This is an optimization exercise on Yosys and OpenROAD, whose aim is small area, not a production implementation. RTL that was checked went through simulation tests only; none was proved equivalent to the original. No functional check of the RTL was part of run 2.

==> flow/design.v (outline; a module is shown in full before it is edited, if it fits) <==
// module fir_filter: 2311 lines
// module fir_fa: 4 lines
// module fir_ha: 4 lines
// module fir_sel: 3 lines
module fir_filter (
    input  logic        clk,
    input  logic        rst_n,
    input  logic        wb_cyc,
    input  logic        wb_stb,
    input  logic        wb_we,
    input  logic [3:0]  wb_adr,
    input  logic [15:0] wb_dat_w,
    output logic        wb_ack,
    output logic [15:0] wb_dat_r,
    input  logic [8:0]  sample,
    input  logic        sample_valid,
    output logic [20:0] out,
    output logic        out_valid
);
  // ...
==> flow/flow/run.sh <==
#!/bin/bash
# The standard layout, with every port buffered by the smallest buffer cell
# instead of the one buffer_ports picks by default.
set -o pipefail
cp standard.sh standard.sh.txt
export BUFFER_PORTS_ARGS="-buffer_cell sky130_fd_sc_hd__buf_1"
bash standard.sh > standard.log 2>&1
==> flow/standard.sh <==
#!/bin/bash
# synth_recipe.tcl (not shown) runs the flow's synth.tcl, then flattens the netlist and writes it again
# the make line also repeats each setting of config.mk as NAME=value (left out here)
make -C /OpenROAD-flow-scripts/flow DESIGN_CONFIG=/design/flow/config.mk WORK_HOME=/design/flow/orfs CLKGATE_MAP_FILE= SYNTH_SCRIPT=/design/flow/synth_recipe.tcl "${@:-finish}"
==> flow/config.mk <==
export PLATFORM = sky130hd
export DESIGN_NAME = fir_filter
export DESIGN_NICKNAME = fir_filter
export VERILOG_FILES = /design/flow/design.v
export SDC_FILE = /design/flow/constraint.sdc
export NUM_CORES = 4
export LEC_CHECK = 0
export CAP_MARGIN = 20
export CORE_MARGIN = 2
export CORE_UTILIZATION = 50
export CTS_BUF_LIST = sky130_fd_sc_hd__clkbuf_16
export CTS_CLUSTER_DIAMETER = 110
export CTS_CLUSTER_SIZE = 30
export GPL_TIMING_DRIVEN = 0
export PLACE_DENSITY = 0.65
export SETUP_SLACK_MARGIN = 0.2
export SLEW_MARGIN = 20
export SYNTH_HIERARCHICAL = 1
export SYNTH_MINIMUM_KEEP_SIZE = 0
==> flow/constraint.sdc <==
create_clock -name core_clock -period 8.0 [get_ports {clk}]
set_input_delay 1.6000 -clock core_clock [delete_from_list [all_inputs] [get_ports {clk}]]
set_output_delay 1.6000 -clock core_clock [all_outputs]
set_load 0.01 [all_outputs]
==> flow_summary.json, run 1 <==
{
  "buffer_area_share_pct": 2.18,
  "wl_met2_um": 47600,
  "synthSimpleGateAreaFrac_pct": 5.16,
  "outcome": "timing/DRC/antenna clean",
  "drc": 0,
  "synthAdderAreaFrac_pct": 38.6,
  "viasPerCell": 7.82,
  "setup_tns_ps": 0,
  "die_width_um": 228,
  "yosysMostFrequentCell": "fa_1",
  "fin_util_pct": 54.1,
  "setup.worst_path.start": "c6[0]",
  "setup_slack_ps": 256,
  "fmax_ghz": 0.129,
  "final-clk-cell-share_pct": 1.44,
  "place_ws_ps": 319,
  "synth.area.mux_share_pct": 8.92,
  "fill_cells": 4205,
  "rrSetupSlack_ps": 260,
  "cp.buffers_inverters": 0,
  "place_area_um2": 26200,
  "cts.path.max_buffers": 3,
  "met1_usage_pct": 50.7,
  "cp-endpoint": "r1_45",
  "slew_headroom_pct": 18.5,
  "drive_above_1_share_pct": 13.1
}
==> run 2, diff against run 1 <==
--- a/flow/design.v
+++ b/flow/design.v
@@ -1762,393 +1762,412 @@
     wire n1196, n1197;
     fir_fa u_n1196 (.a(n1190), .b(n1113), .c(n1192), .s(n1196), .co(n1197));
     wire n1198, n1199;
-    fir_ha u_n1198 (.a(n1117), .b(n1119), .s(n1198), .co(n1199));
+    fir_fa u_n1198 (.a(n1194), .b(n1115), .c(n1196), .s(n1198), .co(n1199));
     wire n1200, n1201;
-    fir_fa u_n1200 (.a(q140), .b(q293), .c(q446), .s(n1200), .co(n1201));
+    fir_ha u_n1200 (.a(n1117), .b(n1119), .s(n1200), .co(n1201));
     wire n1202, n1203;
-    fir_fa u_n1202 (.a(q599), .b(q752), .c(q124), .s(n1202), .co(n1203));
+    fir_fa u_n1202 (.a(q140), .b(q293), .c(q446), .s(n1202), .co(n1203));
     wire n1204, n1205;
-    fir_fa u_n1204 (.a(q277), .b(q430), .c(q583), .s(n1204), .co(n1205));
+    fir_fa u_n1204 (.a(q599), .b(q752), .c(q124), .s(n1204), .co(n1205));
     wire n1206, n1207;
-    fir_fa u_n1206 (.a(q736), .b(n1121), .c(n1198), .s(n1206), .co(n1207));
+    fir_fa u_n1206 (.a(q277), .b(q430), .c(q583), .s(n1206), .co(n1207));
     wire n1208, n1209;
-    fir_fa u_n1208 (.a(n1123), .b(n1125), .c(n1200), .s(n1208), .co(n1209));
+    fir_fa u_n1208 (.a(q736), .b(n1121), .c(n1200), .s(n1208), .co(n1209));
     wire n1210, n1211;
-    fir_fa u_n1210 (.a(n1127), .b(n1129), .c(q111), .s(n1210), .co(n1211));
+    fir_fa u_n1210 (.a(n1123), .b(n1125), .c(n1202), .s(n1210), .co(n1211));
     wire n1212, n1213;
-    fir_fa u_n1212 (.a(q264), .b(q417), .c(q570), .s(n1212), .co(n1213));
+    fir_fa u_n1212 (.a(n1127), .b(n1129), .c(q111), .s(n1212), .co(n1213));
     wire n1214, n1215;
-    fir_fa u_n1214 (.a(q723), .b(n1131), .c(n1202), .s(n1214), .co(n1215));
+    fir_fa u_n1214 (.a(q264), .b(q417), .c(q570), .s(n1214), .co(n1215));
     wire n1216, n1217;
-    fir_fa u_n1216 (.a(n1204), .b(n1206), .c(n1133), .s(n1216), .co(n1217));
+    fir_fa u_n1216 (.a(q723), .b(n1131), .c(n1204), .s(n1216), .co(n1217));
     wire n1218, n1219;
-    fir_fa u_n1218 (.a(n1208), .b(q98), .c(q251), .s(n1218), .co(n1219));
+    fir_fa u_n1218 (.a(n1206), .b(n1208), .c(n1133), .s(n1218), .co(n1219));
     wire n1220, n1221;
-    fir_fa u_n1220 (.a(q404), .b(q557), .c(q710), .s(n1220), .co(n1221));
+    fir_fa u_n1220 (.a(n1210), .b(q98), .c(q251), .s(n1220), .co(n1221));
     wire n1222, n1223;
-    fir_fa u_n1222 (.a(n1135), .b(n1137), .c(n1139), .s(n1222), .co(n1223));
+    fir_fa u_n1222 (.a(q404), .b(q557), .c(q710), .s(n1222), .co(n1223));
     wire n1224, n1225;
-    fir_fa u_n1224 (.a(n1141), .b(n1210), .c(n1212), .s(n1224), .co(n1225));
+    fir_fa u_n1224 (.a(n1135), .b(n1137), .c(n1139), .s(n1224), .co(n1225));
     wire n1226, n1227;
-    fir_fa u_n1226 (.a(n1214), .b(n1216), .c(n1143), .s(n1226), .co(n1227));
+    fir_fa u_n1226 (.a(n1141), .b(n1212), .c(n1214), .s(n1226), .co(n1227));
     wire n1228, n1229;
-    fir_fa u_n1228 (.a(q85), .b(q238), .c(q391), .s(n1228), .co(n1229));
+    fir_fa u_n1228 (.a(n1216), .b(n1218), .c(n1143), .s(n1228), .co(n1229));
     wire n1230, n1231;
-    fir_fa u_n1230 (.a(q544), .b(q697), .c(n1145), .s(n1230), .co(n1231));
+    fir_fa u_n1230 (.a(q85), .b(q238), .c(q391), .s(n1230), .co(n1231));
     wire n1232, n1233;
-    fir_fa u_n1232 (.a(n1147), .b(n1218), .c(n1220), .s(n1232), .co(n1233));
+    fir_fa u_n1232 (.a(q544), .b(q697), .c(n1145), .s(n1232), .co(n1233));
     wire n1234, n1235;
-    fir_fa u_n1234 (.a(n1149), .b(n1222), .c(n1151), .s(n1234), .co(n1235));
+    fir_fa u_n1234 (.a(n1147), .b(n1220), .c(n1222), .s(n1234), .co(n1235));
     wire n1236, n1237;
-    fir_fa u_n1236 (.a(n1224), .b(n1226), .c(q72), .s(n1236), .co(n1237));
+    fir_fa u_n1236 (.a(n1149), .b(n1224), .c(n1151), .s(n1236), .co(n1237));
     wire n1238, n1239;
-    fir_fa u_n1238 (.a(q225), .b(q378), .c(q531), .s(n1238), .co(n1239));
+    fir_fa u_n1238 (.a(n1226), .b(n1228), .c(q72), .s(n1238), .co(n1239));
     wire n1240, n1241;
-    fir_fa u_n1240 (.a(q684), .b(n1153), .c(n1155), .s(n1240), .co(n1241));
+    fir_fa u_n1240 (.a(q225), .b(q378), .c(q531), .s(n1240), .co(n1241));
     wire n1242, n1243;
-    fir_fa u_n1242 (.a(n1157), .b(n1228), .c(n1230), .s(n1242), .co(n1243));
+    fir_fa u_n1242 (.a(q684), .b(n1153), .c(n1155), .s(n1242), .co(n1243));
     wire n1244, n1245;
-    fir_fa u_n1244 (.a(n1159), .b(n1232), .c(n1234), .s(n1244), .co(n1245));
+    fir_fa u_n1244 (.a(n1157), .b(n1230), .c(n1232), .s(n1244), .co(n1245));
     wire n1246, n1247;
-    fir_fa u_n1246 (.a(n1161), .b(q59), .c(q212), .s(n1246), .co(n1247));
+    fir_fa u_n1246 (.a(n1159), .b(n1234), .c(n1236), .s(n1246), .co(n1247));
     wire n1248, n1249;
-    fir_fa u_n1248 (.a(q365), .b(q518), .c(q671), .s(n1248), .co(n1249));
+    fir_fa u_n1248 (.a(n1161), .b(q59), .c(q212), .s(n1248), .co(n1249));
     wire n1250, n1251;
-    fir_fa u_n1250 (.a(n1163), .b(n1165), .c(n1236), .s(n1250), .co(n1251));
+    fir_fa u_n1250 (.a(q365), .b(q518), .c(q671), .s(n1250), .co(n1251));
     wire n1252, n1253;
-    fir_fa u_n1252 (.a(n1238), .b(n1167), .c(n1169), .s(n1252), .co(n1253));
+    fir_fa u_n1252 (.a(n1163), .b(n1165), .c(n1238), .s(n1252), .co(n1253));
     wire n1254, n1255;
-    fir_fa u_n1254 (.a(n1240), .b(n1242), .c(n1244), .s(n1254), .co(n1255));
+    fir_fa u_n1254 (.a(n1240), .b(n1167), .c(n1169), .s(n1254), .co(n1255));
     wire n1256, n1257;
-    fir_fa u_n1256 (.a(n1171), .b(n1173), .c(n1175), .s(n1256), .co(n1257));
+    fir_fa u_n1256 (.a(n1242), .b(n1244), .c(n1246), .s(n1256), .co(n1257));
     wire n1258, n1259;
-    fir_fa u_n1258 (.a(n1246), .b(n1248), .c(n1177), .s(n1258), .co(n1259));
+    fir_fa u_n1258 (.a(n1171), .b(n1173), .c(n1175), .s(n1258), .co(n1259));
     wire n1260, n1261;
-    fir_fa u_n1260 (.a(q47), .b(q200), .c(q353), .s(n1260), .co(n1261));
+    fir_fa u_n1260 (.a(n1248), .b(n1250), .c(n1177), .s(n1260), .co(n1261));
     wire n1262, n1263;
-    fir_fa u_n1262 (.a(q506), .b(q659), .c(n1250), .s(n1262), .co(n1263));
+    fir_fa u_n1262 (.a(q47), .b(q200), .c(q353), .s(n1262), .co(n1263));
     wire n1264, n1265;
-    fir_fa u_n1264 (.a(n1179), .b(n1252), .c(n1254), .s(n1264), .co(n1265));
+    fir_fa u_n1264 (.a(q506), .b(q659), .c(n1252), .s(n1264), .co(n1265));
     wire n1266, n1267;
-    fir_fa u_n1266 (.a(n1181), .b(n1183), .c(n1256), .s(n1266), .co(n1267));
+    fir_fa u_n1266 (.a(n1179), .b(n1254), .c(n1256), .s(n1266), .co(n1267));
     wire n1268, n1269;
-    fir_fa u_n1268 (.a(n1185), .b(n1187), .c(n1189), .s(n1268), .co(n1269));
+    fir_fa u_n1268 (.a(n1181), .b(n1183), .c(n1258), .s(n1268), .co(n1269));
     wire n1270, n1271;
-    fir_fa u_n1270 (.a(n1258), .b(n1260), .c(n1262), .s(n1270), .co(n1271));
+    fir_fa u_n1270 (.a(n1185), .b(n1187), .c(n1189), .s(n1270), .co(n1271));
     wire n1272, n1273;
-    fir_fa u_n1272 (.a(n1264), .b(n1191), .c(n1266), .s(n1272), .co(n1273));
+    fir_fa u_n1272 (.a(n1260), .b(n1262), .c(n1264), .s(n1272), .co(n1273));
     wire n1274, n1275;
-    fir_fa u_n1274 (.a(n1193), .b(n1195), .c(n1268), .s(n1274), .co(n1275));
+    fir_fa u_n1274 (.a(n1266), .b(n1191), .c(n1268), .s(n1274), .co(n1275));
     wire n1276, n1277;
-    fir_ha u_n1276 (.a(n1199), .b(q142), .s(n1276), .co(n1277));
+    fir_fa u_n1276 (.a(n1193), .b(n1195), .c(n1270), .s(n1276), .co(n1277));
     wire n1278, n1279;
-    fir_fa u_n1278 (.a(q295), .b(q448), .c(q601), .s(n1278), .co(n1279));
+    fir_fa u_n1278 (.a(n1272), .b(n1274), .c(n1197), .s(n1278), .co(n1279));
     wire n1280, n1281;
-    fir_fa u_n1280 (.a(q754), .b(n1201), .c(n1203), .s(n1280), .co(n1281));
+    fir_ha u_n1280 (.a(n1201), .b(q142), .s(n1280), .co(n1281));
     wire n1282, n1283;
-    fir_fa u_n1282 (.a(n1205), .b(n1207), .c(n1276), .s(n1282), .co(n1283));
+    fir_fa u_n1282 (.a(q295), .b(q448), .c(q601), .s(n1282), .co(n1283));
     wire n1284, n1285;
-    fir_fa u_n1284 (.a(q125), .b(q278), .c(q431), .s(n1284), .co(n1285));
+    fir_fa u_n1284 (.a(q754), .b(n1203), .c(n1205), .s(n1284), .co(n1285));
     wire n1286, n1287;
-    fir_fa u_n1286 (.a(q584), .b(q737), .c(n1278), .s(n1286), .co(n1287));
+    fir_fa u_n1286 (.a(n1207), .b(n1209), .c(n1280), .s(n1286), .co(n1287));
     wire n1288, n1289;
-    fir_fa u_n1288 (.a(n1209), .b(q112), .c(q265), .s(n1288), .co(n1289));
+    fir_fa u_n1288 (.a(q125), .b(q278), .c(q431), .s(n1288), .co(n1289));
     wire n1290, n1291;
-    fir_fa u_n1290 (.a(q418), .b(q571), .c(q724), .s(n1290), .co(n1291));
+    fir_fa u_n1290 (.a(q584), .b(q737), .c(n1282), .s(n1290), .co(n1291));
     wire n1292, n1293;
-    fir_fa u_n1292 (.a(n1211), .b(n1213), .c(n1215), .s(n1292), .co(n1293));
+    fir_fa u_n1292 (.a(n1211), .b(q112), .c(q265), .s(n1292), .co(n1293));
     wire n1294, n1295;
-    fir_fa u_n1294 (.a(n1217), .b(n1280), .c(n1282), .s(n1294), .co(n1295));
+    fir_fa u_n1294 (.a(q418), .b(q571), .c(q724), .s(n1294), .co(n1295));
     wire n1296, n1297;
-    fir_fa u_n1296 (.a(n1284), .b(n1286), .c(q99), .s(n1296), .co(n1297));
+    fir_fa u_n1296 (.a(n1213), .b(n1215), .c(n1217), .s(n1296), .co(n1297));
     wire n1298, n1299;
-    fir_fa u_n1298 (.a(q252), .b(q405), .c(q558), .s(n1298), .co(n1299));
+    fir_fa u_n1298 (.a(n1219), .b(n1284), .c(n1286), .s(n1298), .co(n1299));
     wire n1300, n1301;
-    fir_fa u_n1300 (.a(q711), .b(n1219), .c(n1221), .s(n1300), .co(n1301));
+    fir_fa u_n1300 (.a(n1288), .b(n1290), .c(q99), .s(n1300), .co(n1301));
     wire n1302, n1303;
-    fir_fa u_n1302 (.a(n1223), .b(n1288), .c(n1290), .s(n1302), .co(n1303));
+    fir_fa u_n1302 (.a(q252), .b(q405), .c(q558), .s(n1302), .co(n1303));
     wire n1304, n1305;
-    fir_fa u_n1304 (.a(n1225), .b(n1292), .c(n1294), .s(n1304), .co(n1305));
+    fir_fa u_n1304 (.a(q711), .b(n1221), .c(n1223), .s(n1304), .co(n1305));
     wire n1306, n1307;
-    fir_fa u_n1306 (.a(n1227), .b(q86), .c(q239), .s(n1306), .co(n1307));
+    fir_fa u_n1306 (.a(n1225), .b(n1292), .c(n1294), .s(n1306), .co(n1307));
     wire n1308, n1309;
-    fir_fa u_n1308 (.a(q392), .b(q545), .c(q698), .s(n1308), .co(n1309));
+    fir_fa u_n1308 (.a(n1227), .b(n1296), .c(n1298), .s(n1308), .co(n1309));
     wire n1310, n1311;
-    fir_fa u_n1310 (.a(n1229), .b(n1231), .c(n1233), .s(n1310), .co(n1311));
+    fir_fa u_n1310 (.a(n1229), .b(q86), .c(q239), .s(n1310), .co(n1311));
     wire n1312, n1313;
-    fir_fa u_n1312 (.a(n1296), .b(n1298), .c(n1300), .s(n1312), .co(n1313));
+    fir_fa u_n1312 (.a(q392), .b(q545), .c(q698), .s(n1312), .co(n1313));
     wire n1314, n1315;
-    fir_fa u_n1314 (.a(n1302), .b(n1235), .c(n1304), .s(n1314), .co(n1315));
+    fir_fa u_n1314 (.a(n1231), .b(n1233), .c(n1235), .s(n1314), .co(n1315));
     wire n1316, n1317;
-    fir_fa u_n1316 (.a(q73), .b(q226), .c(q379), .s(n1316), .co(n1317));
+    fir_fa u_n1316 (.a(n1300), .b(n1302), .c(n1304), .s(n1316), .co(n1317));
     wire n1318, n1319;
-    fir_fa u_n1318 (.a(q532), .b(q685), .c(n1237), .s(n1318), .co(n1319));
+    fir_fa u_n1318 (.a(n1306), .b(n1237), .c(n1308), .s(n1318), .co(n1319));
     wire n1320, n1321;
-    fir_fa u_n1320 (.a(n1239), .b(n1241), .c(n1306), .s(n1320), .co(n1321));
+    fir_fa u_n1320 (.a(q73), .b(q226), .c(q379), .s(n1320), .co(n1321));
     wire n1322, n1323;
-    fir_fa u_n1322 (.a(n1308), .b(n1243), .c(n1310), .s(n1322), .co(n1323));
+    fir_fa u_n1322 (.a(q532), .b(q685), .c(n1239), .s(n1322), .co(n1323));
     wire n1324, n1325;
-    fir_fa u_n1324 (.a(n1312), .b(n1245), .c(n1314), .s(n1324), .co(n1325));
+    fir_fa u_n1324 (.a(n1241), .b(n1243), .c(n1310), .s(n1324), .co(n1325));
     wire n1326, n1327;
-    fir_fa u_n1326 (.a(n1247), .b(n1249), .c(n1251), .s(n1326), .co(n1327));
+    fir_fa u_n1326 (.a(n1312), .b(n1245), .c(n1314), .s(n1326), .co(n1327));
     wire n1328, n1329;
-    fir_fa u_n1328 (.a(n1316), .b(n1318), .c(n1253), .s(n1328), .co(n1329));
+    fir_fa u_n1328 (.a(n1316), .b(n1247), .c(n1318), .s(n1328), .co(n1329));
     wire n1330, n1331;
-    fir_fa u_n1330 (.a(q61), .b(q214), .c(q367), .s(n1330), .co(n1331));
+    fir_fa u_n1330 (.a(n1249), .b(n1251), .c(n1253), .s(n1330), .co(n1331));
     wire n1332, n1333;
-    fir_fa u_n1332 (.a(q520), .b(q673), .c(n1320), .s(n1332), .co(n1333));
+    fir_fa u_n1332 (.a(n1320), .b(n1322), .c(n1255), .s(n1332), .co(n1333));
     wire n1334, n1335;
-    fir_fa u_n1334 (.a(n1322), .b(n1255), .c(n1324), .s(n1334), .co(n1335));
+    fir_fa u_n1334 (.a(q61), .b(q214), .c(q367), .s(n1334), .co(n1335));
     wire n1336, n1337;
-    fir_fa u_n1336 (.a(n1257), .b(n1259), .c(n1261), .s(n1336), .co(n1337));
+    fir_fa u_n1336 (.a(q520), .b(q673), .c(n1324), .s(n1336), .co(n1337));
     wire n1338, n1339;
-    fir_fa u_n1338 (.a(n1263), .b(n1326), .c(n1328), .s(n1338), .co(n1339));
+    fir_fa u_n1338 (.a(n1326), .b(n1257), .c(n1328), .s(n1338), .co(n1339));
     wire n1340, n1341;
-    fir_fa u_n1340 (.a(n1330), .b(n1332), .c(n1265), .s(n1340), .co(n1341));
+    fir_fa u_n1340 (.a(n1259), .b(n1261), .c(n1263), .s(n1340), .co(n1341));
     wire n1342, n1343;
-    fir_fa u_n1342 (.a(n1334), .b(n1267), .c(n1269), .s(n1342), .co(n1343));
+    fir_fa u_n1342 (.a(n1265), .b(n1330), .c(n1332), .s(n1342), .co(n1343));
     wire n1344, n1345;
-    fir_fa u_n1344 (.a(n1336), .b(n1271), .c(n1338), .s(n1344), .co(n1345));
+    fir_fa u_n1344 (.a(n1334), .b(n1336), .c(n1267), .s(n1344), .co(n1345));
     wire n1346, n1347;
-    fir_fa u_n1346 (.a(n1277), .b(n1279), .c(q144), .s(n1346), .co(n1347));
+    fir_fa u_n1346 (.a(n1338), .b(n1269), .c(n1271), .s(n1346), .co(n1347));
     wire n1348, n1349;
-    fir_fa u_n1348 (.a(q297), .b(q450), .c(q603), .s(n1348), .co(n1349));
+    fir_fa u_n1348 (.a(n1340), .b(n1273), .c(n1342), .s(n1348), .co(n1349));
     wire n1350, n1351;
-    fir_fa u_n1350 (.a(q756), .b(q126), .c(q279), .s(n1350), .co(n1351));
+    fir_fa u_n1350 (.a(n1344), .b(n1275), .c(n1277), .s(n1350), .co(n1351));
     wire n1352, n1353;
-    fir_fa u_n1352 (.a(q432), .b(q585), .c(q738), .s(n1352), .co(n1353));
+    fir_fa u_n1352 (.a(n1281), .b(n1283), .c(q144), .s(n1352), .co(n1353));
     wire n1354, n1355;
-    fir_fa u_n1354 (.a(n1281), .b(n1283), .c(n1285), .s(n1354), .co(n1355));
+    fir_fa u_n1354 (.a(q297), .b(q450), .c(q603), .s(n1354), .co(n1355));
     wire n1356, n1357;
-    fir_fa u_n1356 (.a(n1287), .b(n1346), .c(n1348), .s(n1356), .co(n1357));
+    fir_fa u_n1356 (.a(q756), .b(q126), .c(q279), .s(n1356), .co(n1357));
     wire n1358, n1359;
-    fir_fa u_n1358 (.a(q113), .b(q266), .c(q419), .s(n1358), .co(n1359));
+    fir_fa u_n1358 (.a(q432), .b(q585), .c(q738), .s(n1358), .co(n1359));
     wire n1360, n1361;
-    fir_fa u_n1360 (.a(q572), .b(q725), .c(n1289), .s(n1360), .co(n1361));
+    fir_fa u_n1360 (.a(n1285), .b(n1287), .c(n1289), .s(n1360), .co(n1361));
     wire n1362, n1363;
-    fir_fa u_n1362 (.a(n1291), .b(n1293), .c(n1350), .s(n1362), .co(n1363));
+    fir_fa u_n1362 (.a(n1291), .b(n1352), .c(n1354), .s(n1362), .co(n1363));
     wire n1364, n1365;
-    fir_fa u_n1364 (.a(n1352), .b(n1295), .c(n1354), .s(n1364), .co(n1365));
+    fir_fa u_n1364 (.a(q113), .b(q266), .c(q419), .s(n1364), .co(n1365));
     wire n1366, n1367;
-    fir_fa u_n1366 (.a(n1356), .b(q100), .c(q253), .s(n1366), .co(n1367));
+    fir_fa u_n1366 (.a(q572), .b(q725), .c(n1293), .s(n1366), .co(n1367));
     wire n1368, n1369;
-    fir_fa u_n1368 (.a(q406), .b(q559), .c(q712), .s(n1368), .co(n1369));
+    fir_fa u_n1368 (.a(n1295), .b(n1297), .c(n1356), .s(n1368), .co(n1369));
     wire n1370, n1371;
-    fir_fa u_n1370 (.a(n1297), .b(n1299), .c(n1301), .s(n1370), .co(n1371));
+    fir_fa u_n1370 (.a(n1358), .b(n1299), .c(n1360), .s(n1370), .co(n1371));
     wire n1372, n1373;
-    fir_fa u_n1372 (.a(n1303), .b(n1358), .c(n1360), .s(n1372), .co(n1373));
+    fir_fa u_n1372 (.a(n1362), .b(q100), .c(q253), .s(n1372), .co(n1373));
     wire n1374, n1375;
-    fir_fa u_n1374 (.a(n1362), .b(n1305), .c(n1364), .s(n1374), .co(n1375));
+    fir_fa u_n1374 (.a(q406), .b(q559), .c(q712), .s(n1374), .co(n1375));
     wire n1376, n1377;
-    fir_fa u_n1376 (.a(q87), .b(q240), .c(q393), .s(n1376), .co(n1377));
+    fir_fa u_n1376 (.a(n1301), .b(n1303), .c(n1305), .s(n1376), .co(n1377));
     wire n1378, n1379;
-    fir_fa u_n1378 (.a(q546), .b(q699), .c(n1307), .s(n1378), .co(n1379));
+    fir_fa u_n1378 (.a(n1307), .b(n1364), .c(n1366), .s(n1378), .co(n1379));
     wire n1380, n1381;
-    fir_fa u_n1380 (.a(n1309), .b(n1366), .c(n1368), .s(n1380), .co(n1381));
+    fir_fa u_n1380 (.a(n1368), .b(n1309), .c(n1370), .s(n1380), .co(n1381));
     wire n1382, n1383;
-    fir_fa u_n1382 (.a(n1311), .b(n1313), .c(n1370), .s(n1382), .co(n1383));
+    fir_fa u_n1382 (.a(q87), .b(q240), .c(q393), .s(n1382), .co(n1383));
     wire n1384, n1385;
-    fir_fa u_n1384 (.a(n1372), .b(n1315), .c(n1374), .s(n1384), .co(n1385));
+    fir_fa u_n1384 (.a(q546), .b(q699), .c(n1311), .s(n1384), .co(n1385));
     wire n1386, n1387;
-    fir_fa u_n1386 (.a(n1317), .b(n1319), .c(n1321), .s(n1386), .co(n1387));
+    fir_fa u_n1386 (.a(n1313), .b(n1372), .c(n1374), .s(n1386), .co(n1387));
     wire n1388, n1389;
-    fir_fa u_n1388 (.a(n1376), .b(n1378), .c(q75), .s(n1388), .co(n1389));
+    fir_fa u_n1388 (.a(n1315), .b(n1317), .c(n1376), .s(n1388), .co(n1389));
     wire n1390, n1391;
-    fir_fa u_n1390 (.a(q228), .b(q381), .c(q534), .s(n1390), .co(n1391));
+    fir_fa u_n1390 (.a(n1378), .b(n1319), .c(n1380), .s(n1390), .co(n1391));
     wire n1392, n1393;
-    fir_fa u_n1392 (.a(q687), .b(n1380), .c(n1323), .s(n1392), .co(n1393));
+    fir_fa u_n1392 (.a(n1321), .b(n1323), .c(n1325), .s(n1392), .co(n1393));
     wire n1394, n1395;
-    fir_fa u_n1394 (.a(n1382), .b(n1325), .c(n1384), .s(n1394), .co(n1395));
+    fir_fa u_n1394 (.a(n1382), .b(n1384), .c(q75), .s(n1394), .co(n1395));
     wire n1396, n1397;
-    fir_fa u_n1396 (.a(n1327), .b(n1329), .c(n1331), .s(n1396), .co(n1397));
+    fir_fa u_n1396 (.a(q228), .b(q381), .c(q534), .s(n1396), .co(n1397));
     wire n1398, n1399;
-    fir_fa u_n1398 (.a(n1333), .b(n1386), .c(n1388), .s(n1398), .co(n1399));
+    fir_fa u_n1398 (.a(q687), .b(n1386), .c(n1327), .s(n1398), .co(n1399));
     wire n1400, n1401;
-    fir_fa u_n1400 (.a(n1390), .b(n1392), .c(n1335), .s(n1400), .co(n1401));
+    fir_fa u_n1400 (.a(n1388), .b(n1329), .c(n1390), .s(n1400), .co(n1401));
     wire n1402, n1403;
-    fir_fa u_n1402 (.a(n1394), .b(n1337), .c(n1339), .s(n1402), .co(n1403));
+    fir_fa u_n1402 (.a(n1331), .b(n1333), .c(n1335), .s(n1402), .co(n1403));
     wire n1404, n1405;
-    fir_fa u_n1404 (.a(n1396), .b(n1398), .c(n1341), .s(n1404), .co(n1405));
+    fir_fa u_n1404 (.a(n1337), .b(n1392), .c(n1394), .s(n1404), .co(n1405));
     wire n1406, n1407;
-    fir_fa u_n1406 (.a(q146), .b(q299), .c(q452), .s(n1406), .co(n1407));
+    fir_fa u_n1406 (.a(n1396), .b(n1398), .c(n1339), .s(n1406), .co(n1407));
     wire n1408, n1409;
-    fir_fa u_n1408 (.a(q605), .b(q758), .c(n1347), .s(n1408), .co(n1409));
+    fir_fa u_n1408 (.a(n1400), .b(n1341), .c(n1343), .s(n1408), .co(n1409));
     wire n1410, n1411;
-    fir_fa u_n1410 (.a(n1349), .b(q127), .c(q280), .s(n1410), .co(n1411));
+    fir_fa u_n1410 (.a(n1402), .b(n1404), .c(n1345), .s(n1410), .co(n1411));
     wire n1412, n1413;
-    fir_fa u_n1412 (.a(q433), .b(q586), .c(q739), .s(n1412), .co(n1413));
+    fir_fa u_n1412 (.a(n1406), .b(n1347), .c(n1349), .s(n1412), .co(n1413));
     wire n1414, n1415;
-    fir_fa u_n1414 (.a(n1351), .b(n1353), .c(n1355), .s(n1414), .co(n1415));
+    fir_fa u_n1414 (.a(q146), .b(q299), .c(q452), .s(n1414), .co(n1415));
     wire n1416, n1417;
-    fir_fa u_n1416 (.a(n1406), .b(n1408), .c(n1357), .s(n1416), .co(n1417));
+    fir_fa u_n1416 (.a(q605), .b(q758), .c(n1353), .s(n1416), .co(n1417));
     wire n1418, n1419;
-    fir_fa u_n1418 (.a(q114), .b(q267), .c(q420), .s(n1418), .co(n1419));
+    fir_fa u_n1418 (.a(n1355), .b(q127), .c(q280), .s(n1418), .co(n1419));
     wire n1420, n1421;
-    fir_fa u_n1420 (.a(q573), .b(q726), .c(n1359), .s(n1420), .co(n1421));
+    fir_fa u_n1420 (.a(q433), .b(q586), .c(q739), .s(n1420), .co(n1421));
     wire n1422, n1423;
-    fir_fa u_n1422 (.a(n1361), .b(n1363), .c(n1410), .s(n1422), .co(n1423));
+    fir_fa u_n1422 (.a(n1357), .b(n1359), .c(n1361), .s(n1422), .co(n1423));
     wire n1424, n1425;
-    fir_fa u_n1424 (.a(n1412), .b(n1414), .c(n1365), .s(n1424), .co(n1425));
+    fir_fa u_n1424 (.a(n1414), .b(n1416), .c(n1363), .s(n1424), .co(n1425));
     wire n1426, n1427;
-    fir_fa u_n1426 (.a(n1416), .b(q101), .c(q254), .s(n1426), .co(n1427));
+    fir_fa u_n1426 (.a(q114), .b(q267), .c(q420), .s(n1426), .co(n1427));
     wire n1428, n1429;
-    fir_fa u_n1428 (.a(q407), .b(q560), .c(q713), .s(n1428), .co(n1429));
+    fir_fa u_n1428 (.a(q573), .b(q726), .c(n1365), .s(n1428), .co(n1429));
     wire n1430, n1431;
-    fir_fa u_n1430 (.a(n1367), .b(n1369), .c(n1371), .s(n1430), .co(n1431));
+    fir_fa u_n1430 (.a(n1367), .b(n1369), .c(n1418), .s(n1430), .co(n1431));
     wire n1432, n1433;
-    fir_fa u_n1432 (.a(n1418), .b(n1373), .c(n1420), .s(n1432), .co(n1433));
+    fir_fa u_n1432 (.a(n1420), .b(n1422), .c(n1371), .s(n1432), .co(n1433));
     wire n1434, n1435;
-    fir_fa u_n1434 (.a(n1422), .b(n1375), .c(n1424), .s(n1434), .co(n1435));
+    fir_fa u_n1434 (.a(n1424), .b(q101), .c(q254), .s(n1434), .co(n1435));
     wire n1436, n1437;
-    fir_fa u_n1436 (.a(n1377), .b(n1379), .c(n1381), .s(n1436), .co(n1437));
+    fir_fa u_n1436 (.a(q407), .b(q560), .c(q713), .s(n1436), .co(n1437));
     wire n1438, n1439;
-    fir_fa u_n1438 (.a(n1426), .b(n1428), .c(n1383), .s(n1438), .co(n1439));
+    fir_fa u_n1438 (.a(n1373), .b(n1375), .c(n1377), .s(n1438), .co(n1439));
     wire n1440, n1441;
-    fir_fa u_n1440 (.a(n1430), .b(q89), .c(q242), .s(n1440), .co(n1441));
+    fir_fa u_n1440 (.a(n1426), .b(n1379), .c(n1428), .s(n1440), .co(n1441));
     wire n1442, n1443;
-    fir_fa u_n1442 (.a(q395), .b(q548), .c(q701), .s(n1442), .co(n1443));
+    fir_fa u_n1442 (.a(n1430), .b(n1381), .c(n1432), .s(n1442), .co(n1443));
     wire n1444, n1445;
-    fir_fa u_n1444 (.a(n1432), .b(n1385), .c(n1434), .s(n1444), .co(n1445));
+    fir_fa u_n1444 (.a(n1383), .b(n1385), .c(n1387), .s(n1444), .co(n1445));
     wire n1446, n1447;
-    fir_fa u_n1446 (.a(n1387), .b(n1389), .c(n1391), .s(n1446), .co(n1447));
+    fir_fa u_n1446 (.a(n1434), .b(n1436), .c(n1389), .s(n1446), .co(n1447));
     wire n1448, n1449;
-    fir_fa u_n1448 (.a(n1436), .b(n1393), .c(n1438), .s(n1448), .co(n1449));
+    fir_fa u_n1448 (.a(n1438), .b(q89), .c(q242), .s(n1448), .co(n1449));
     wire n1450, n1451;
-    fir_fa u_n1450 (.a(n1440), .b(n1442), .c(n1395), .s(n1450), .co(n1451));
+    fir_fa u_n1450 (.a(q395), .b(q548), .c(q701), .s(n1450), .co(n1451));
     wire n1452, n1453;
-    fir_fa u_n1452 (.a(n1444), .b(n1397), .c(n1399), .s(n1452), .co(n1453));
+    fir_fa u_n1452 (.a(n1440), .b(n1391), .c(n1442), .s(n1452), .co(n1453));
     wire n1454, n1455;
-    fir_fa u_n1454 (.a(n1446), .b(n1448), .c(n1401), .s(n1454), .co(n1455));
+    fir_fa u_n1454 (.a(n1393), .b(n1395), .c(n1397), .s(n1454), .co(n1455));
     wire n1456, n1457;
-    fir_fa u_n1456 (.a(q148), .b(q301), .c(q454), .s(n1456), .co(n1457));
+    fir_fa u_n1456 (.a(n1444), .b(n1399), .c(n1446), .s(n1456), .co(n1457));
     wire n1458, n1459;
-    fir_fa u_n1458 (.a(q607), .b(q760), .c(n1407), .s(n1458), .co(n1459));
+    fir_fa u_n1458 (.a(n1448), .b(n1450), .c(n1401), .s(n1458), .co(n1459));
     wire n1460, n1461;
-    fir_fa u_n1460 (.a(n1409), .b(q128), .c(q281), .s(n1460), .co(n1461));
+    fir_fa u_n1460 (.a(n1452), .b(n1403), .c(n1405), .s(n1460), .co(n1461));
     wire n1462, n1463;
-    fir_fa u_n1462 (.a(q434), .b(q587), .c(q740), .s(n1462), .co(n1463));
+    fir_fa u_n1462 (.a(n1454), .b(n1456), .c(n1407), .s(n1462), .co(n1463));
     wire n1464, n1465;
-    fir_fa u_n1464 (.a(n1411), .b(n1413), .c(n1415), .s(n1464), .co(n1465));
+    fir_fa u_n1464 (.a(n1458), .b(n1409), .c(n1460), .s(n1464), .co(n1465));
     wire n1466, n1467;
-    fir_fa u_n1466 (.a(n1456), .b(n1458), .c(n1417), .s(n1466), .co(n1467));
+    fir_fa u_n1466 (.a(q148), .b(q301), .c(q454), .s(n1466), .co(n1467));
     wire n1468, n1469;
-    fir_fa u_n1468 (.a(q115), .b(q268), .c(q421), .s(n1468), .co(n1469));
+    fir_fa u_n1468 (.a(q607), .b(q760), .c(n1415), .s(n1468), .co(n1469));
     wire n1470, n1471;
-    fir_fa u_n1470 (.a(q574), .b(q727), .c(n1419), .s(n1470), .co(n1471));
+    fir_fa u_n1470 (.a(n1417), .b(q128), .c(q281), .s(n1470), .co(n1471));
     wire n1472, n1473;
-    fir_fa u_n1472 (.a(n1421), .b(n1460), .c(n1462), .s(n1472), .co(n1473));
+    fir_fa u_n1472 (.a(q434), .b(q587), .c(q740), .s(n1472), .co(n1473));
     wire n1474, n1475;
-    fir_fa u_n1474 (.a(n1423), .b(n1464), .c(n1425), .s(n1474), .co(n1475));
+    fir_fa u_n1474 (.a(n1419), .b(n1421), .c(n1423), .s(n1474), .co(n1475));
     wire n1476, n1477;
-    fir_fa u_n1476 (.a(n1466), .b(n1427), .c(n1429), .s(n1476), .co(n1477));
+    fir_fa u_n1476 (.a(n1466), .b(n1468), .c(n1425), .s(n1476), .co(n1477));
     wire n1478, n1479;
-    fir_fa u_n1478 (.a(n1431), .b(n1468), .c(n1470), .s(n1478), .co(n1479));
+    fir_fa u_n1478 (.a(q115), .b(q268), .c(q421), .s(n1478), .co(n1479));
     wire n1480, n1481;
-    fir_fa u_n1480 (.a(n1433), .b(q103), .c(q256), .s(n1480), .co(n1481));
+    fir_fa u_n1480 (.a(q574), .b(q727), .c(n1427), .s(n1480), .co(n1481));
     wire n1482, n1483;
-    fir_fa u_n1482 (.a(q409), .b(q562), .c(q715), .s(n1482), .co(n1483));
+    fir_fa u_n1482 (.a(n1429), .b(n1470), .c(n1472), .s(n1482), .co(n1483));
     wire n1484, n1485;
-    fir_fa u_n1484 (.a(n1472), .b(n1435), .c(n1474), .s(n1484), .co(n1485));
+    fir_fa u_n1484 (.a(n1431), .b(n1474), .c(n1433), .s(n1484), .co(n1485));
     wire n1486, n1487;
-    fir_fa u_n1486 (.a(n1437), .b(n1476), .c(n1439), .s(n1486), .co(n1487));
+    fir_fa u_n1486 (.a(n1476), .b(n1435), .c(n1437), .s(n1486), .co(n1487));
     wire n1488, n1489;
-    fir_fa u_n1488 (.a(n1441), .b(n1443), .c(n1478), .s(n1488), .co(n1489));
+    fir_fa u_n1488 (.a(n1439), .b(n1478), .c(n1480), .s(n1488), .co(n1489));
     wire n1490, n1491;
-    fir_fa u_n1490 (.a(n1480), .b(n1482), .c(n1445), .s(n1490), .co(n1491));
+    fir_fa u_n1490 (.a(n1441), .b(q103), .c(q256), .s(n1490), .co(n1491));
     wire n1492, n1493;
-    fir_fa u_n1492 (.a(n1484), .b(n1447), .c(n1449), .s(n1492), .co(n1493));
+    fir_fa u_n1492 (.a(q409), .b(q562), .c(q715), .s(n1492), .co(n1493));
     wire n1494, n1495;
-    fir_fa u_n1494 (.a(n1486), .b(n1488), .c(n1451), .s(n1494), .co(n1495));
+    fir_fa u_n1494 (.a(n1482), .b(n1443), .c(n1484), .s(n1494), .co(n1495));
     wire n1496, n1497;
-    fir_fa u_n1496 (.a(q150), .b(q303), .c(q456), .s(n1496), .co(n1497));
+    fir_fa u_n1496 (.a(n1445), .b(n1486), .c(n1447), .s(n1496), .co(n1497));
     wire n1498, n1499;
-    fir_fa u_n1498 (.a(q609), .b(q762), .c(n1457), .s(n1498), .co(n1499));
+    fir_fa u_n1498 (.a(n1449), .b(n1451), .c(n1488), .s(n1498), .co(n1499));
     wire n1500, n1501;
-    fir_fa u_n1500 (.a(n1459), .b(q129), .c(q282), .s(n1500), .co(n1501));
+    fir_fa u_n1500 (.a(n1490), .b(n1492), .c(n1453), .s(n1500), .co(n1501));
     wire n1502, n1503;
-    fir_fa u_n1502 (.a(q435), .b(q588), .c(q741), .s(n1502), .co(n1503));
+    fir_fa u_n1502 (.a(n1494), .b(n1455), .c(n1457), .s(n1502), .co(n1503));
     wire n1504, n1505;
-    fir_fa u_n1504 (.a(n1461), .b(n1463), .c(n1465), .s(n1504), .co(n1505));
+    fir_fa u_n1504 (.a(n1496), .b(n1498), .c(n1459), .s(n1504), .co(n1505));
     wire n1506, n1507;
-    fir_fa u_n1506 (.a(n1496), .b(n1498), .c(n1467), .s(n1506), .co(n1507));
+    fir_fa u_n1506 (.a(n1500), .b(n1461), .c(n1502), .s(n1506), .co(n1507));
     wire n1508, n1509;
-    fir_fa u_n1508 (.a(n1469), .b(n1471), .c(n1473), .s(n1508), .co(n1509));
+    fir_fa u_n1508 (.a(q150), .b(q303), .c(q456), .s(n1508), .co(n1509));
     wire n1510, n1511;
-    fir_fa u_n1510 (.a(n1500), .b(n1502), .c(n1504), .s(n1510), .co(n1511));
+    fir_fa u_n1510 (.a(q609), .b(q762), .c(n1467), .s(n1510), .co(n1511));
     wire n1512, n1513;
-    fir_fa u_n1512 (.a(n1475), .b(q117), .c(q270), .s(n1512), .co(n1513));
+    fir_fa u_n1512 (.a(n1469), .b(q129), .c(q282), .s(n1512), .co(n1513));
     wire n1514, n1515;
-    fir_fa u_n1514 (.a(q423), .b(q576), .c(q729), .s(n1514), .co(n1515));
+    fir_fa u_n1514 (.a(q435), .b(q588), .c(q741), .s(n1514), .co(n1515));
     wire n1516, n1517;
-    fir_fa u_n1516 (.a(n1506), .b(n1477), .c(n1479), .s(n1516), .co(n1517));
+    fir_fa u_n1516 (.a(n1471), .b(n1473), .c(n1475), .s(n1516), .co(n1517));
     wire n1518, n1519;
-    fir_fa u_n1518 (.a(n1481), .b(n1483), .c(n1508), .s(n1518), .co(n1519));
+    fir_fa u_n1518 (.a(n1508), .b(n1510), .c(n1477), .s(n1518), .co(n1519));
     wire n1520, n1521;
-    fir_fa u_n1520 (.a(n1510), .b(n1485), .c(n1512), .s(n1520), .co(n1521));
+    fir_fa u_n1520 (.a(n1479), .b(n1481), .c(n1483), .s(n1520), .co(n1521));
     wire n1522, n1523;
-    fir_fa u_n1522 (.a(n1514), .b(n1487), .c(n1489), .s(n1522), .co(n1523));
+    fir_fa u_n1522 (.a(n1512), .b(n1514), .c(n1516), .s(n1522), .co(n1523));
     wire n1524, n1525;
-    fir_fa u_n1524 (.a(n1516), .b(n1518), .c(n1491), .s(n1524), .co(n1525));
+    fir_fa u_n1524 (.a(n1485), .b(q117), .c(q270), .s(n1524), .co(n1525));
     wire n1526, n1527;
-    fir_fa u_n1526 (.a(q152), .b(q305), .c(q458), .s(n1526), .co(n1527));
+    fir_fa u_n1526 (.a(q423), .b(q576), .c(q729), .s(n1526), .co(n1527));
     wire n1528, n1529;
-    fir_fa u_n1528 (.a(q611), .b(q764), .c(n1497), .s(n1528), .co(n1529));
+    fir_fa u_n1528 (.a(n1518), .b(n1487), .c(n1489), .s(n1528), .co(n1529));
     wire n1530, n1531;
-    fir_fa u_n1530 (.a(n1499), .b(n1501), .c(n1503), .s(n1530), .co(n1531));
+    fir_fa u_n1530 (.a(n1491), .b(n1493), .c(n1520), .s(n1530), .co(n1531));
     wire n1532, n1533;
-    fir_fa u_n1532 (.a(n1505), .b(q131), .c(q284), .s(n1532), .co(n1533));
+    fir_fa u_n1532 (.a(n1522), .b(n1495), .c(n1524), .s(n1532), .co(n1533));
     wire n1534, n1535;
-    fir_fa u_n1534 (.a(q437), .b(q590), .c(q743), .s(n1534), .co(n1535));
+    fir_fa u_n1534 (.a(n1526), .b(n1497), .c(n1499), .s(n1534), .co(n1535));
     wire n1536, n1537;
-    fir_fa u_n1536 (.a(n1526), .b(n1528), .c(n1507), .s(n1536), .co(n1537));
+    fir_fa u_n1536 (.a(n1528), .b(n1530), .c(n1501), .s(n1536), .co(n1537));
     wire n1538, n1539;
-    fir_fa u_n1538 (.a(n1509), .b(n1530), .c(n1511), .s(n1538), .co(n1539));
+    fir_fa u_n1538 (.a(n1532), .b(n1503), .c(n1534), .s(n1538), .co(n1539));
     wire n1540, n1541;
-    fir_fa u_n1540 (.a(n1513), .b(n1515), .c(n1532), .s(n1540), .co(n1541));
+    fir_fa u_n1540 (.a(q152), .b(q305), .c(q458), .s(n1540), .co(n1541));
     wire n1542, n1543;
-    fir_fa u_n1542 (.a(n1534), .b(n1536), .c(n1517), .s(n1542), .co(n1543));
+    fir_fa u_n1542 (.a(q611), .b(q764), .c(n1509), .s(n1542), .co(n1543));
     wire n1544, n1545;
-    fir_fa u_n1544 (.a(n1519), .b(n1538), .c(n1521), .s(n1544), .co(n1545));
+    fir_fa u_n1544 (.a(n1511), .b(n1513), .c(n1515), .s(n1544), .co(n1545));
     wire n1546, n1547;
-    fir_fa u_n1546 (.a(n1540), .b(n1523), .c(n1542), .s(n1546), .co(n1547));
+    fir_fa u_n1546 (.a(n1517), .b(q131), .c(q284), .s(n1546), .co(n1547));
     wire n1548, n1549;
-    fir_fa u_n1548 (.a(q153), .b(q306), .c(q459), .s(n1548), .co(n1549));
+    fir_fa u_n1548 (.a(q437), .b(q590), .c(q743), .s(n1548), .co(n1549));
     wire n1550, n1551;
-    fir_fa u_n1550 (.a(q612), .b(q765), .c(n1527), .s(n1550), .co(n1551));
+    fir_fa u_n1550 (.a(n1540), .b(n1542), .c(n1519), .s(n1550), .co(n1551));
     wire n1552, n1553;
-    fir_fa u_n1552 (.a(n1529), .b(n1531), .c(n1548), .s(n1552), .co(n1553));
+    fir_fa u_n1552 (.a(n1521), .b(n1544), .c(n1523), .s(n1552), .co(n1553));
     wire n1554, n1555;
-    fir_fa u_n1554 (.a(n1533), .b(n1535), .c(n1550), .s(n1554), .co(n1555));
+    fir_fa u_n1554 (.a(n1525), .b(n1527), .c(n1546), .s(n1554), .co(n1555));
     wire n1556, n1557;
-    fir_fa u_n1556 (.a(n1537), .b(n1539), .c(n1552), .s(n1556), .co(n1557));
+    fir_fa u_n1556 (.a(n1548), .b(n1550), .c(n1529), .s(n1556), .co(n1557));
     wire n1558, n1559;
-    fir_fa u_n1558 (.a(n1541), .b(n1554), .c(n1543), .s(n1558), .co(n1559));
+    fir_fa u_n1558 (.a(n1531), .b(n1552), .c(n1533), .s(n1558), .co(n1559));
     wire n1560, n1561;
-    fir_ha u_n1560 (.a(n1549), .b(n1551), .s(n1560), .co(n1561));
+    fir_fa u_n1560 (.a(n1554), .b(n1535), .c(n1556), .s(n1560), .co(n1561));
     wire n1562, n1563;
-    fir_fa u_n1562 (.a(n1560), .b(n1553), .c(n1555), .s(n1562), .co(n1563));
+    fir_fa u_n1562 (.a(q153), .b(q306), .c(q459), .s(n1562), .co(n1563));
     wire n1564, n1565;
-    assign n1564 = ~(n776 ^ n778);
-    assign n1565 = n776 | n778;
+    fir_fa u_n1564 (.a(q612), .b(q765), .c(n1541), .s(n1564), .co(n1565));
     wire n1566, n1567;
-    fir_fa u_n1566 (.a(n794), .b(n796), .c(n1565), .s(n1566), .co(n1567));
+    fir_fa u_n1566 (.a(n1543), .b(n1545), .c(n1562), .s(n1566), .co(n1567));
     wire n1568, n1569;
-    assign n1568 = ~(n824 ^ n1567);
-    assign n1569 = n824 | n1567;
+    fir_fa u_n1568 (.a(n1547), .b(n1549), .c(n1564), .s(n1568), .co(n1569));
     wire n1570, n1571;
-    assign n1570 = ~(n862 ^ n1569);
-    assign n1571 = n862 | n1569;
+    fir_fa u_n1570 (.a(n1551), .b(n1553), .c(n1566), .s(n1570), .co(n1571));
     wire n1572, n1573;
-    assign n1572 = ~(n910 ^ n1571);
-    assign n1573 = n910 | n1571;
+    fir_fa u_n1572 (.a(n1555), .b(n1568), .c(n1557), .s(n1572), .co(n1573));
     wire n1574, n1575;
-    assign n1574 = ~(n968 ^ n1573);
-    assign n1575 = n968 | n1573;
+    fir_ha u_n1574 (.a(n1563), .b(n1565), .s(n1574), .co(n1575));
     wire n1576, n1577;
-    assign n1576 = ~(n1036 ^ n1575);
-    assign n1577 = n1036 | n1575;
+    fir_fa u_n1576 (.a(n1574), .b(n1567), .c(n1569), .s(n1576), .co(n1577));
     wire n1578, n1579;
-    fir_fa u_n1578 (.a(n1037), .b(n1114), .c(n1577), .s(n1578), .co(n1579));
+    fir_ha u_n1578 (.a(n1575), .b(n1577), .s(n1578), .co(n1579));
+    wire n1580, n1581;
+    assign n1580 = ~(n776 ^ n778);
+    assign n1581 = n776 | n778;
+    wire n1582, n1583;
+    fir_fa u_n1582 (.a(n794), .b(n796), .c(n1581), .s(n1582), .co(n1583));
+    wire n1584, n1585;
+    assign n1584 = ~(n824 ^ n1583);
+    assign n1585 = n824 | n1583;
+    wire n1586, n1587;
+    assign n1586 = ~(n862 ^ n1585);
+    assign n1587 = n862 | n1585;
+    wire n1588, n1589;
+    assign n1588 = ~(n910 ^ n1587);
+    assign n1589 = n910 | n1587;
+    wire n1590, n1591;
+    assign n1590 = ~(n968 ^ n1589);
+    assign n1591 = n968 | n1589;
+    wire n1592, n1593;
+    assign n1592 = ~(n1036 ^ n1591);
+    assign n1593 = n1036 | n1591;
+    wire n1594, n1595;
+    fir_fa u_n1594 (.a(n1037), .b(n1114), .c(n1593), .s(n1594), .co(n1595));
+    wire n1596, n1597;
+    assign n1596 = ~(n1198 ^ n1595);
+    assign n1597 = n1198 | n1595;
     logic r1_0;
     logic r1_1;
     logic r1_2;
@@ -2196,155 +2215,121 @@
     logic r1_44;
     logic r1_45;
     logic r1_46;
-    logic r1_47;
-    logic r1_48;
-    logic r1_49;
-    logic r1_50;
-    logic r1_51;
-    logic r1_52;
-    logic r1_53;
-    logic r1_54;
     always_ff @(posedge clk) begin
         r1_0 <= n768;
-        r1_1 <= n1564;
-        r1_2 <= n1566;
-        r1_3 <= n1568;
-        r1_4 <= n1570;
-        r1_5 <= n1572;
-        r1_6 <= n1574;
-        r1_7 <= n1576;
-        r1_8 <= n1037;
-        r1_9 <= n1114;
-        r1_10 <= n1577;
-        r1_11 <= n1115;
-        r1_12 <= n1194;
-        r1_13 <= n1196;
-        r1_14 <= n1197;
-        r1_15 <= n1270;
-        r1_16 <= n1272;
-        r1_17 <= n1274;
-        r1_18 <= n1273;
-        r1_19 <= n1275;
-        r1_20 <= n1340;
-        r1_21 <= n1342;
-        r1_22 <= n1344;
-        r1_23 <= n1343;
-        r1_24 <= n1345;
-        r1_25 <= n1400;
-        r1_26 <= n1402;
-        r1_27 <= n1404;
-        r1_28 <= n1403;
-        r1_29 <= n1405;
-        r1_30 <= n1450;
-        r1_31 <= n1452;
-        r1_32 <= n1454;
-        r1_33 <= n1453;
-        r1_34 <= n1455;
-        r1_35 <= n1490;
-        r1_36 <= n1492;
-        r1_37 <= n1494;
-        r1_38 <= n1493;
-        r1_39 <= n1495;
-        r1_40 <= n1520;
-        r1_41 <= n1522;
-        r1_42 <= n1524;
-        r1_43 <= n1525;
-        r1_44 <= n1544;
-        r1_45 <= n1546;
-        r1_46 <= n1545;
-        r1_47 <= n1547;
-        r1_48 <= n1556;
-        r1_49 <= n1558;
-        r1_50 <= n1557;
-        r1_51 <= n1559;
-        r1_52 <= n1562;
-        r1_53 <= n1561;
-        r1_54 <= n1563;
+        r1_1 <= n1580;
+        r1_2 <= n1582;
+        r1_3 <= n1584;
+        r1_4 <= n1586;
+        r1_5 <= n1588;
+        r1_6 <= n1590;
+        r1_7 <= n1592;
+        r1_8 <= n1594;
+        r1_9 <= n1198;
+        r1_10 <= n1595;
+        r1_11 <= n1199;
+        r1_12 <= n1276;
+        r1_13 <= n1278;
+        r1_14 <= n1279;
+        r1_15 <= n1346;
+        r1_16 <= n1348;
+        r1_17 <= n1350;
+        r1_18 <= n1351;
+        r1_19 <= n1408;
+        r1_20 <= n1410;
+        r1_21 <= n1412;
+        r1_22 <= n1411;
+        r1_23 <= n1413;
+        r1_24 <= n1462;
+        r1_25 <= n1464;
+        r1_26 <= n1463;
+        r1_27 <= n1465;
+        r1_28 <= n1504;
+        r1_29 <= n1506;
+        r1_30 <= n1505;
+        r1_31 <= n1507;
+        r1_32 <= n1536;
+        r1_33 <= n1538;
+        r1_34 <= n1537;
+        r1_35 <= n1539;
+        r1_36 <= n1558;
+        r1_37 <= n1560;
+        r1_38 <= n1559;
+        r1_39 <= n1561;
+        r1_40 <= n1570;
+        r1_41 <= n1572;
+        r1_42 <= n1571;
+        r1_43 <= n1573;
+        r1_44 <= n1576;
+        r1_45 <= n1578;
+        r1_46 <= n1579;
     end
-    wire n1580, n1581;
-    fir_fa u_n1580 (.a(r1_8), .b(r1_9), .c(r1_10), .s(n1580), .co(n1581));
-    wire n1582, n1583;
-    fir_fa u_n1582 (.a(r1_11), .b(r1_12), .c(r1_13), .s(n1582), .co(n1583));
-    wire n1584, n1585;
-    fir_fa u_n1584 (.a(r1_14), .b(r1_15), .c(r1_16), .s(n1584), .co(n1585));
-    wire n1586, n1587;
-    fir_fa u_n1586 (.a(r1_17), .b(n1583), .c(n1584), .s(n1586), .co(n1587));
-    wire n1588, n1589;
-    fir_fa u_n1588 (.a(r1_18), .b(r1_19), .c(r1_20), .s(n1588), .co(n1589));
-    wire n1590, n1591;
-    fir_fa u_n1590 (.a(r1_21), .b(r1_22), .c(n1585), .s(n1590), .co(n1591));
-    wire n1592, n1593;
-    fir_fa u_n1592 (.a(n1588), .b(n1587), .c(n1590), .s(n1592), .co(n1593));
-    wire n1594, n1595;
-    fir_fa u_n1594 (.a(r1_23), .b(r1_24), .c(r1_25), .s(n1594), .co(n1595));
-    wire n1596, n1597;
-    fir_fa u_n1596 (.a(r1_26), .b(r1_27), .c(n1589), .s(n1596), .co(n1597));
     wire n1598, n1599;
-    fir_fa u_n1598 (.a(n1594), .b(n1591), .c(n1596), .s(n1598), .co(n1599));
+    fir_fa u_n1598 (.a(r1_11), .b(r1_12), .c(r1_13), .s(n1598), .co(n1599));
     wire n1600, n1601;
-    fir_fa u_n1600 (.a(r1_28), .b(r1_29), .c(r1_30), .s(n1600), .co(n1601));
+    fir_fa u_n1600 (.a(r1_14), .b(r1_15), .c(r1_16), .s(n1600), .co(n1601));
     wire n1602, n1603;
-    fir_fa u_n1602 (.a(r1_31), .b(r1_32), .c(n1595), .s(n1602), .co(n1603));
+    fir_fa u_n1602 (.a(r1_17), .b(n1599), .c(n1600), .s(n1602), .co(n1603));
     wire n1604, n1605;
-    fir_fa u_n1604 (.a(n1600), .b(n1597), .c(n1602), .s(n1604), .co(n1605));
+    fir_fa u_n1604 (.a(r1_18), .b(r1_19), .c(r1_20), .s(n1604), .co(n1605));
     wire n1606, n1607;
-    fir_fa u_n1606 (.a(r1_33), .b(r1_34), .c(r1_35), .s(n1606), .co(n1607));
+    fir_fa u_n1606 (.a(r1_21), .b(n1601), .c(n1604), .s(n1606), .co(n1607));
     wire n1608, n1609;
-    fir_fa u_n1608 (.a(r1_36), .b(r1_37), .c(n1601), .s(n1608), .co(n1609));
+    fir_fa u_n1608 (.a(r1_22), .b(r1_23), .c(r1_24), .s(n1608), .co(n1609));
     wire n1610, n1611;
-    fir_fa u_n1610 (.a(n1606), .b(n1603), .c(n1608), .s(n1610), .co(n1611));
+    fir_fa u_n1610 (.a(r1_25), .b(n1605), .c(n1608), .s(n1610), .co(n1611));
     wire n1612, n1613;
-    fir_fa u_n1612 (.a(r1_38), .b(r1_39), .c(r1_40), .s(n1612), .co(n1613));
+    fir_fa u_n1612 (.a(r1_26), .b(r1_27), .c(r1_28), .s(n1612), .co(n1613));
     wire n1614, n1615;
-    fir_fa u_n1614 (.a(r1_41), .b(r1_42), .c(n1607), .s(n1614), .co(n1615));
+    fir_fa u_n1614 (.a(r1_29), .b(n1609), .c(n1612), .s(n1614), .co(n1615));
     wire n1616, n1617;
-    fir_fa u_n1616 (.a(n1612), .b(n1609), .c(n1614), .s(n1616), .co(n1617));
+    fir_fa u_n1616 (.a(r1_30), .b(r1_31), .c(r1_32), .s(n1616), .co(n1617));
     wire n1618, n1619;
-    fir_fa u_n1618 (.a(r1_43), .b(r1_44), .c(r1_45), .s(n1618), .co(n1619));
+    fir_fa u_n1618 (.a(r1_33), .b(n1613), .c(n1616), .s(n1618), .co(n1619));
     wire n1620, n1621;
-    fir_fa u_n1620 (.a(n1613), .b(n1618), .c(n1615), .s(n1620), .co(n1621));
+    fir_fa u_n1620 (.a(r1_34), .b(r1_35), .c(r1_36), .s(n1620), .co(n1621));
     wire n1622, n1623;
-    fir_fa u_n1622 (.a(r1_46), .b(r1_47), .c(r1_48), .s(n1622), .co(n1623));
+    fir_fa u_n1622 (.a(r1_37), .b(n1617), .c(n1620), .s(n1622), .co(n1623));
     wire n1624, n1625;
-    fir_fa u_n1624 (.a(r1_49), .b(n1619), .c(n1622), .s(n1624), .co(n1625));
+    fir_fa u_n1624 (.a(r1_38), .b(r1_39), .c(r1_40), .s(n1624), .co(n1625));
     wire n1626, n1627;
-    fir_fa u_n1626 (.a(r1_50), .b(r1_51), .c(r1_52), .s(n1626), .co(n1627));
+    fir_fa u_n1626 (.a(r1_41), .b(n1621), .c(n1624), .s(n1626), .co(n1627));
     wire n1628, n1629;
-    fir_fa u_n1628 (.a(n1623), .b(n1626), .c(n1625), .s(n1628), .co(n1629));
+    fir_fa u_n1628 (.a(r1_42), .b(r1_43), .c(r1_44), .s(n1628), .co(n1629));
     wire n1630, n1631;
-    fir_ha u_n1630 (.a(r1_53), .b(r1_54), .s(n1630), .co(n1631));
+    fir_fa u_n1630 (.a(n1625), .b(n1628), .c(n1627), .s(n1630), .co(n1631));
     wire n1632, n1633;
-    fir_fa u_n1632 (.a(n1630), .b(n1627), .c(n1629), .s(n1632), .co(n1633));
+    fir_fa u_n1632 (.a(r1_45), .b(n1629), .c(n1631), .s(n1632), .co(n1633));
     wire n1634, n1635;
-    assign n1634 = ~(n1581 ^ n1582);
-    assign n1635 = n1581 | n1582;
+    assign n1634 = ~(r1_9 ^ r1_10);
+    assign n1635 = r1_9 | r1_10;
     wire n1636, n1637;
-    assign n1636 = ~(n1586 ^ n1635);
-    assign n1637 = n1586 | n1635;
+    assign n1636 = ~(n1598 ^ n1635);
+    assign n1637 = n1598 | n1635;
     wire n1638, n1639;
-    assign n1638 = ~(n1592 ^ n1637);
-    assign n1639 = n1592 | n1637;
+    assign n1638 = ~(n1602 ^ n1637);
+    assign n1639 = n1602 | n1637;
     wire n1640, n1641;
-    fir_fa u_n1640 (.a(n1593), .b(n1598), .c(n1639), .s(n1640), .co(n1641));
+    fir_fa u_n1640 (.a(n1603), .b(n1606), .c(n1639), .s(n1640), .co(n1641));
     wire n1642, n1643;
-    fir_fa u_n1642 (.a(n1599), .b(n1604), .c(n1641), .s(n1642), .co(n1643));
+    fir_fa u_n1642 (.a(n1607), .b(n1610), .c(n1641), .s(n1642), .co(n1643));
     wire n1644, n1645;
-    fir_fa u_n1644 (.a(n1605), .b(n1610), .c(n1643), .s(n1644), .co(n1645));
+    fir_fa u_n1644 (.a(n1611), .b(n1614), .c(n1643), .s(n1644), .co(n1645));
     wire n1646, n1647;
-    fir_fa u_n1646 (.a(n1611), .b(n1616), .c(n1645), .s(n1646), .co(n1647));
+    fir_fa u_n1646 (.a(n1615), .b(n1618), .c(n1645), .s(n1646), .co(n1647));
     wire n1648, n1649;
-    fir_fa u_n1648 (.a(n1617), .b(n1620), .c(n1647), .s(n1648), .co(n1649));
+    fir_fa u_n1648 (.a(n1619), .b(n1622), .c(n1647), .s(n1648), .co(n1649));
     wire n1650, n1651;
-    fir_fa u_n1650 (.a(n1621), .b(n1624), .c(n1649), .s(n1650), .co(n1651));
+    fir_fa u_n1650 (.a(n1623), .b(n1626), .c(n1649), .s(n1650), .co(n1651));
     wire n1652, n1653;
-    assign n1652 = ~(n1628 ^ n1651);
-    assign n1653 = n1628 | n1651;
+    assign n1652 = ~(n1630 ^ n1651);
+    assign n1653 = n1630 | n1651;
     wire n1654, n1655;
     assign n1654 = ~(n1632 ^ n1653);
     assign n1655 = n1632 | n1653;
     wire n1656, n1657;
-    fir_fa u_n1656 (.a(n1631), .b(n1633), .c(n1655), .s(n1656), .co(n1657));
-    wire [20:0] sum_q = {n1656, n1654, n1652, n1650, n1648, n1646, n1644, n1642, n1640, n1638, n1636, n1634, n1580, r1_7, r1_6, r1_5, r1_4, r1_3, r1_2, r1_1, r1_0};
+    fir_fa u_n1656 (.a(r1_46), .b(n1633), .c(n1655), .s(n1656), .co(n1657));
+    wire [20:0] sum_q = {n1656, n1654, n1652, n1650, n1648, n1646, n1644, n1642, n1640, n1638, n1636, n1634, r1_8, r1_7, r1_6, r1_5, r1_4, r1_3, r1_2, r1_1, r1_0};
     always_ff @(posedge clk) out <= ~sum_q;
 endmodule
 module fir_fa (input logic a, b, c, output logic s, co);
--- a/flow/config.mk
+++ b/flow/config.mk
@@ -9,8 +9,8 @@
 export CORE_MARGIN = 2
 export CORE_UTILIZATION = 50
 export CTS_BUF_LIST = sky130_fd_sc_hd__clkbuf_16
-export CTS_CLUSTER_DIAMETER = 110
-export CTS_CLUSTER_SIZE = 30
+export CTS_CLUSTER_DIAMETER = 100
+export CTS_CLUSTER_SIZE = 25
 export GPL_TIMING_DRIVEN = 0
 export PLACE_DENSITY = 0.65
 export SETUP_SLACK_MARGIN = 0.2
==> flow_summary.json, run 2 <==
{
  "outcome": "timing/DRC/antenna clean",
  "antenna_found_initial": 4,
  "syn_to_final_growth_pct": 7.81,
  "cts.sinks": 256,
  "synth-seq-area-share_pct": 24.4,
  "maxCapViolCount": 0,
  "rsz0062_at_grt": "true",
  "root_buffer": "clkbuf_16",
  "synth_cell_type_count": 47,
  "final_cell_mix": "fa_1 (458), a222oi_1 (450), mux2_2 (186)",
  "setup_viol": 0,
  "ys_top_cells_by_count": "fa_1 (468), a222oi_1 (450), mux2_2 (186)",
  "clk_pin_slew_ps": 100,
  "fmax_ghz": 0.127,
  "period_share_pct": 98.1,
  "drive_above_1_share_pct": 16.1,
  "crit_type": "reg -> reg",
  "pin_count": 74,
  "grt_max_degree": 36,
  "synth_cells": 1823,
  "hold_violations": 0,
  "worst-slew-pin-transition_ps": 1300,
  "synth_top_area_cell": "fa_1",
  "postCtsHoldBufs": 0,
  "die_height_um": 226,
  "yosys_warnings": 7,
  "drt_pass1_iterations": 17,
  "yosysTopAreaCellShare_pct": 37.9,
  "final_common_cell": "fa_1",
  "syn_nets": 2348,
  "antenna_left": 0,
  "gp_congestion": 1.06,
  "syn_area_um2": 24800,
  "synth_edf_count": 0,
  "clock_latency_ps": 570,
  "setup_slack_ps": 150,
  "place_ws_ps": 41.4,
  "die_width_um": 226,
  "holdCritPathClass": "reg -> reg",
  "placementRows": 81,
  "cp.arrival_ps": 8290,
  "post-place-cells": 2550,
  "regMostFlops": "out",
  "cts_tree": "yes",
  "grt_overflow_total": 0,
  "grt_pass1_vias": 22300,
  "fin_skew_ps": 30.6,
  "fp.coreArea_um2": 49000,
  "drc": 0,
  "setup_tns_ps": 0,
  "slew_headroom_pct": 12.9,
  "first_iter_violations": 6085,
  "cts.path.max_buffers": 3,
  "initial_core_util_pct": 50.6,
  "routed_wl_um": 116000,
  "crit_fanout": 12,
  "yosys-top-cells-area": "fa_1 (38%), dfrtp_1 (19%), a222oi_1 (18%)",
  "crit_path_end_kind": "register",
  "yosysMostFrequentCell": "fa_1",
  "wl_per_cell_um": 44.7,
  "fin_crit_ps": 7850,
  "final-instance-count-excl-fill": 2589,
  "dieArea_um2": 51300,
  "avgSynthCellArea_um2": 13.6,
  "viasPerCell": 8.21,
  "numPortBuffers": 57,
  "start_kind": "register",
  "async_flop_share_pct": 71.9,
  "vias": 21300
}
[run 2: changes by cell type after synthesis, sizes merged, moves of 2 or more]
cell,previous run,this run
dfxtp,80,72
nand4,1,3
nor3,9,7
nor2,13,15
[run 2: path summary, 6_finish.rpt]
kind | from | to | slack, ps | cells after the start
worst max-delay path | c6[0] | r1_21 | 150 | 14
worst min-delay path | v2 | out_valid | 350 | 0
worst max register to register | c6[0] | r1_21 | 150 | 14
worst min register to register | v2 | out_valid | 350 | 0
max in group asynchronous | rst_n | wb_ack | 6050 | 4
min in group asynchronous | rst_n | x8[6] | 970 | 1
[run 2: cell type report]
type | instances | area (um^2)
fillers | 4119 | 22300
multi-input cells | 1396 | 18100
flip-flops and latches | 256 | 6090
well taps | 664 | 831
inverters | 127 | 477
clock buffers | 17 | 425
repair buffers | 68 | 380
plain buffers | 44 | 206
clock inverters | 13 | 138
diodes | 4 | 10.0
[run 2: cell families after synthesis]
kind of cell / Yosys count / share of synthesized area [%]
simple gates: 205 / 5.14
compound gates: 495 / 19.5
flops: 256 / 24.4
fa+ha+maj: 490 / 39.0
xor+xnor: 10 / 0.354
mux: 196 / 8.87
buf+inv: 171 / 2.76
[run 2: stage by stage]
stage	util (%)	instance area [um^2]
after floorplan	-	24800
after global placement	52.7	25800
after detailed placement	53.1	26000
after CTS	54.3	26600
after global routing	54.5	26700
final	54.5	26700
[run 2: routing by layer]
metal  GRT usage, %  up-vias  routed length [um]
li1               -     7700                   -
met1           57.6    10800               40600
met2           62.4     2199               46600
met3           21.5      509               18900
met4           29.8       10                9500
met5           1.17        -                 277
[run 2: timing repair]
action	in CTS	in global routing
resized for setup	14	16
pin swaps	2	9
gates cloned	0	0
setup endpoints to repair	14	16
setup buffers	0	5
[run 2: modules after synthesis (local to each module, per instance)]
| module | cell area [um^2] | flops+latches | cells inside |
|---|---|---|---|
| fir_filter | 10700 | 256 | 894 |
| fir_sel | 10.0 | 0 | 1 |
| fir_fa | 20.0 | 0 | 1 |
| fir_ha | 12.5 | 0 | 1 |
[run 2: critical path, stage by stage, from the launching register on]
cell	delay, ps
dfrtp_2	590
ha_1	300
fa_2	340
fa_2	630
a222oi_1	870
fa_1	590
fa_1	470
fa_1	410
fa_1	710
fa_1	510
fa_1	500
fa_1	430
fa_1	530
fa_1	390
fa_1	450

afterwards: timing with drivers on the ports:
Ports are ideal in the flow. The routed layouts listed here were re-timed in OpenROAD.
Step 1, drivers: a clkbuf_16 drives clk and a buf_2 each remaining input, both assumed.
Step 2 times the ports against the registers' clock, not the clock port: input delays grow and output delays shrink by t, the midpoint of the rising clock arrivals with the driver on.
a / b / c = ideal / step 1 / step 2; a / b = the first two.
run	t (ns)	setup WS [ns]	worst setup path at the end	clock arrival spread, ns	worst data-port slew with drivers (ns)
run 1	0.603	0.256 / 0.256 / 0.256	register to register	0.025 / 0.024	0.05
run 2	0.608	0.150 / 0.150 / 0.150	register to register	0.031 / 0.030	0.04
After both steps every run listed still meets setup and hold.
